What follows belongs to an exercise in optimizing a design on an open flow for small area, a short achievable clock period and few clock cycles; a production flow would make more cautious choices. The RTL was checked by simulation tests, not by an equivalence proof against the original design.

## muldiv_unit_mq
module muldiv_unit_mq #(
  parameter int XLEN       = 32,
  parameter int HART_ID_W  = 1,
  parameter int REG_ADDR_W = 5
) (
  input  logic                  clk,
  input  logic                  rst_n,
  input  logic                  muldiv_start,
  input  logic [2:0]            muldiv_op,
  input  logic [XLEN-1:0]       muldiv_a,
  input  logic [XLEN-1:0]       muldiv_b,
  input  logic [HART_ID_W-1:0]  muldiv_hart_id,
  input  logic [REG_ADDR_W-1:0] muldiv_rd,
  input  logic                  muldiv_kill,
  input  logic [HART_ID_W-1:0]  muldiv_kill_hart_id,
  output logic                  muldiv_busy,
  output logic                  muldiv_done,
  output logic [XLEN-1:0]       muldiv_result,
  output logic [HART_ID_W-1:0]  muldiv_done_hart_id,
  output logic [REG_ADDR_W-1:0] muldiv_done_rd
);
clock: 10.0 ns
lec_check: 0
abc_area: 1
cap_margin: 20
core_margin: 2
core_utilization: 40
cts_buf_list: sky130_fd_sc_hd__clkbuf_8
setup_slack_margin: 5
slew_margin: 20
run.sh (not shown) runs the stock make flow with config.mk's settings and CLKGATE_MAP_FILE= SYNTH_SCRIPT=/design/flow/synth_recipe.tcl, a recipe that flattens the netlist after the stock synthesis.
Testbench counts at the start, summed over its fixed seeds: cycles 5,401.
Next try:
Settings changed: CTS_BUF_LIST sky130_fd_sc_hd__clkbuf_8 to unset, SETUP_SLACK_MARGIN 5 to 4.6.
Result: The changed run went through all stages and came out clean. Fmax falls by about 4.5%. Setup slack is worse by 0.24 ns. Clock-buffer cell count falls by 24. Non-clock buffer count falls by 70. Routed wire length falls by 2.1%. Area after synthesis stays the same.

========
Another version of the RTL of muldiv_unit_mq (not shown whole).
For scale: about 5800 cells after synthesis, roughly 290 flip-flops, ~0.040 mm^2 of cells after synthesis.
Settings: LEC_CHECK=0, ABC_AREA=1, CAP_MARGIN=20, CORE_MARGIN=2, CORE_UTILIZATION=40, SETUP_SLACK_MARGIN=5, SLEW_MARGIN=20; clock period 10.0 ns.
standard.sh (not shown) runs the stock make flow with config.mk's settings and CLKGATE_MAP_FILE= SYNTH_SCRIPT=/design/flow/synth_recipe.tcl, a recipe that flattens the netlist after the stock synthesis.
==> flow/flow/run.sh <==
#!/bin/bash
set -euo pipefail
bash standard.sh SETUP_SLACK_MARGIN=5.55 "BUFFER_PORTS_ARGS=-buffer_cell sky130_fd_sc_hd__buf_2" finish > flow.log 2>&1
The baseline passed the timing, design-rule and antenna checks.
Testbench counts at the start, summed over its fixed seeds: cycles 5,066.
Next try:
==> flow/flow/run.sh (replaced) <==
#!/bin/bash
set -euo pipefail
bash standard.sh SETUP_SLACK_MARGIN=5.4 "BUFFER_PORTS_ARGS=-buffer_cell sky130_fd_sc_hd__buf_2" finish > flow.log 2>&1
Outcome: Die area does not change; count of clock-buffer cells in the layout stays the same; first-iteration DRC count increases by 3.3%; clock skew decreases by 22 ps; sequential share of layout area increases by 0.14 points; wire length decreases by 1.7%; cell area decreases by 1.0%; global-route usage decreases by 0.87 points; register-to-register slack is worse by 110 ps.

========
Setup of run A:
Another version of the RTL of muldiv_unit_mq (not shown whole).
For scale: about 5900 cells after synthesis, roughly 290 flip-flops, about 120 I/O pins.
export LEC_CHECK = 0
export ABC_AREA = 1
export CAP_MARGIN = 20
export CORE_MARGIN = 2
export CORE_UTILIZATION = 46
export SETUP_SLACK_MARGIN = 5
export SLEW_MARGIN = 20
create_clock -name core_clock -period 10.0 [get_ports {clk}]
==> flow/flow/run.sh <==
#!/bin/bash
set -euo pipefail
bash standard.sh SETUP_SLACK_MARGIN=5.4 "BUFFER_PORTS_ARGS=-buffer_cell sky130_fd_sc_hd__buf_2" finish > flow.log 2>&1
Run A reached the final stage; the timing, design-rule and antenna checks on its layout passed.
Testbench counts of run A, summed over its fixed seeds: cycles 5,066.
#### Input delta (run B over run A)
Settings: swapping 46 for 40 in CORE_UTILIZATION.
==> flow/run.sh (new file) <==
#!/bin/bash
# synth_recipe.tcl (not shown) runs the flow's synth.tcl, then flattens the netlist and writes it again
# the make line also repeats each setting of config.mk as NAME=value (left out here)
make -C /OpenROAD-flow-scripts/flow DESIGN_CONFIG=/design/flow/config.mk WORK_HOME=/design/flow/orfs CLKGATE_MAP_FILE= SYNTH_SCRIPT=/design/flow/synth_recipe.tcl finish
removed: flow/flow/run.sh
removed: flow/standard.sh
--- outcome ---
Worst setup slack before clock tree synthesis: run B > run A. Summary of run B over run A: clock network latency to the later pin of the worst-skew pair rose by 0.03 ns, number of cell instances on the worst register-to-register path now larger. Min global-route wire length before repair across run A and run B: run B. Higher number of cells on the critical path goes to run B over run A. In the route summary, run B ends up with a via count below that of run A.
Input-level comparison between run C and run B:
==> flow/flow/run.sh (new file) <==
#!/bin/bash
set -euo pipefail
bash standard.sh SETUP_SLACK_MARGIN=5.4 "BUFFER_PORTS_ARGS=-buffer_cell sky130_fd_sc_hd__buf_2" finish > flow.log 2>&1
==> flow/standard.sh (new file) <==
#!/bin/bash
# synth_recipe.tcl (not shown) runs the flow's synth.tcl, then flattens the netlist and writes it again
# the make line also repeats each setting of config.mk as NAME=value (left out here)
make -C /OpenROAD-flow-scripts/flow DESIGN_CONFIG=/design/flow/config.mk WORK_HOME=/design/flow/orfs CLKGATE_MAP_FILE= SYNTH_SCRIPT=/design/flow/synth_recipe.tcl "${@:-finish}"
removed: flow/run.sh
Results
Portion of the layout cell area used by non-clock buffers in run C is 0.98 points lower than in run B
When run C is set beside run B, its fraction of the cycle the final worst path needs turns out to be 2.8 points smaller.
[run C] met3 layer usage reported by global route rose 0.24 points relative to run B
Run B -> run C: area occupied by registers flat
Setup slack up 0.28 ns in run C wrt run B
Routed wire in run C totals more than in run B.
There was hardly any difference in sequential share of layout area between run B and run C.
For the maximum clock frequency, run C came in 5.8% higher than run B did.

========
muldiv_unit_mq, a different RTL version from the one above (not shown whole).
Size: about 5700 cells after synthesis, about 39000 µm² of cells after synthesis.
Settings: LEC_CHECK=0, ABC_AREA=1, CAP_MARGIN=20, CORE_MARGIN=2, CORE_UTILIZATION=40, SETUP_SLACK_MARGIN=5, SLEW_MARGIN=20; clock period 10.0 ns.
run.sh (not shown) runs the stock make flow with config.mk's settings and CLKGATE_MAP_FILE= SYNTH_SCRIPT=/design/flow/synth_recipe.tcl, a recipe that flattens the netlist after the stock synthesis.
Stock flow here: none of the scripts above is used.
The baseline passed the timing, design-rule and antenna checks.
Testbench counts at the start, summed over its fixed seeds: cycles 5,066.
==> next run, changes <==
==> flow/flow/run.sh (new file) <==
#!/bin/bash
set -euo pipefail
bash standard.sh SETUP_SLACK_MARGIN=5.4 "BUFFER_PORTS_ARGS=-buffer_cell sky130_fd_sc_hd__buf_2" finish > flow.log 2>&1
==> flow/standard.sh (new file) <==
#!/bin/bash
# synth_recipe.tcl (not shown) runs the flow's synth.tcl, then flattens the netlist and writes it again
# the make line also repeats each setting of config.mk as NAME=value (left out here)
make -C /OpenROAD-flow-scripts/flow DESIGN_CONFIG=/design/flow/config.mk WORK_HOME=/design/flow/orfs CLKGATE_MAP_FILE= SYNTH_SCRIPT=/design/flow/synth_recipe.tcl "${@:-finish}"
removed: flow/run.sh
Effect: Cell count rises by 0.75%; design area barely changes; clock-buffer cell count rises by 1; setup slack improved by 0.13 ns; sequential share of layout area stays flat; worst hold slack improved by 0.0055 ns; non-clock buffer count rises by 40; critical path depth falls by 6.

========
muldiv_unit_mq, a different RTL version from the one above (not shown whole).
For scale: ~6100 cells after synthesis, roughly 290 flip-flops, about 41000 µm² of cells after synthesis.
==> flow/config.mk <==
export PLATFORM = sky130hd
export DESIGN_NAME = muldiv_unit_mq
export DESIGN_NICKNAME = muldiv_unit_mq
export VERILOG_FILES = /design/flow/design.v
export SDC_FILE = /design/flow/constraint.sdc
export NUM_CORES = 4
export LEC_CHECK = 0
export ABC_AREA = 1
export CAP_MARGIN = 20
export CORE_MARGIN = 2
export CORE_UTILIZATION = 40
export SETUP_SLACK_MARGIN = 5
export SLEW_MARGIN = 20
==> flow/constraint.sdc <==
create_clock -name core_clock -period 10.0 [get_ports {clk}]
set_input_delay 2.0000 -clock core_clock [delete_from_list [all_inputs] [get_ports {clk}]]
set_output_delay 2.0000 -clock core_clock [all_outputs]
set_load 0.01 [all_outputs]
standard.sh (not shown) runs the stock make flow with config.mk's settings and CLKGATE_MAP_FILE= SYNTH_SCRIPT=/design/flow/synth_recipe.tcl, a recipe that flattens the netlist after the stock synthesis.
==> flow/flow/run.sh <==
#!/bin/bash
set -euo pipefail
bash standard.sh SETUP_SLACK_MARGIN=5.4 "BUFFER_PORTS_ARGS=-buffer_cell sky130_fd_sc_hd__buf_2" finish > flow.log 2>&1
The first run ran to the end with no violations.
Testbench counts at the start, summed over its fixed seeds: cycles 5,066.
Change:
==> flow/run.sh (new file) <==
#!/bin/bash
# synth_recipe.tcl (not shown) runs the flow's synth.tcl, then flattens the netlist and writes it again
# the make line also repeats each setting of config.mk as NAME=value (left out here)
make -C /OpenROAD-flow-scripts/flow DESIGN_CONFIG=/design/flow/config.mk WORK_HOME=/design/flow/orfs CLKGATE_MAP_FILE= SYNTH_SCRIPT=/design/flow/synth_recipe.tcl finish
removed: flow/flow/run.sh
removed: flow/standard.sh
Clock-buffer cell count is higher by 2.
Hold slack improves by 0.011 ns.
Setup slack loses 0.15 ns.
Global-route usage is higher by 0.51 points.

[re-timing with driven ports]
No port has a modelled driver above. Below, the same layouts with a new extraction and two added sets of constraints.
Step 1, drivers: a clkbuf_16 drives clk and a buf_2 each remaining input, both assumed.
Step 2 adds t to the input delays and takes it off the output delays; t is the mean of the earliest and latest rising clock arrival at the registers after step 1. Input paths then give back, and output paths get back, about the clock's delay inside the block.
a / b / c = no drivers / after step 1 / after step 2; a / b = the first two.
| run | t (ns) | slack for setup (ns) | clock arrival spread, ns |
|---|---|---|---|
| the first run of note 1 | 0.843 | 4.875 / 4.806 / 4.278 | 0.068 / 0.069 |
| the second run of note 1 | 0.684 | 4.631 / 4.631 / 4.249 | 0.057 / 0.057 |
| the first run of note 2 | 0.680 | 4.192 / 4.235 / 3.555 | 0.076 / 0.077 |
| the second run of note 2 | 0.671 | 4.362 / 4.402 / 3.731 | 0.060 / 0.059 |
| run A | 0.686 | 5.122 / 5.122 / 4.786 | 0.025 / 0.025 |
| run B | 0.694 | 4.818 / 4.818 / 4.420 | 0.074 / 0.073 |
| run C | 0.705 | 5.103 / 5.103 / 4.796 | 0.063 / 0.063 |
| the first run of note 4 | 0.679 | 4.792 / 4.792 / 4.425 | 0.033 / 0.033 |
| the second run of note 4 | 0.712 | 4.926 / 4.926 / 4.787 | 0.019 / 0.019 |
| the first run of note 5 | 0.679 | 5.125 / 5.052 / 4.802 | 0.053 / 0.053 |
| the second run of note 5 | 0.694 | 4.977 / 4.977 / 4.416 | 0.042 / 0.042 |
After both steps every run listed still meets setup and hold. For the first run of note 2, which loses most, drivers alone change the setup slack by +0.043 ns; drivers and shift together by -0.637 ns.
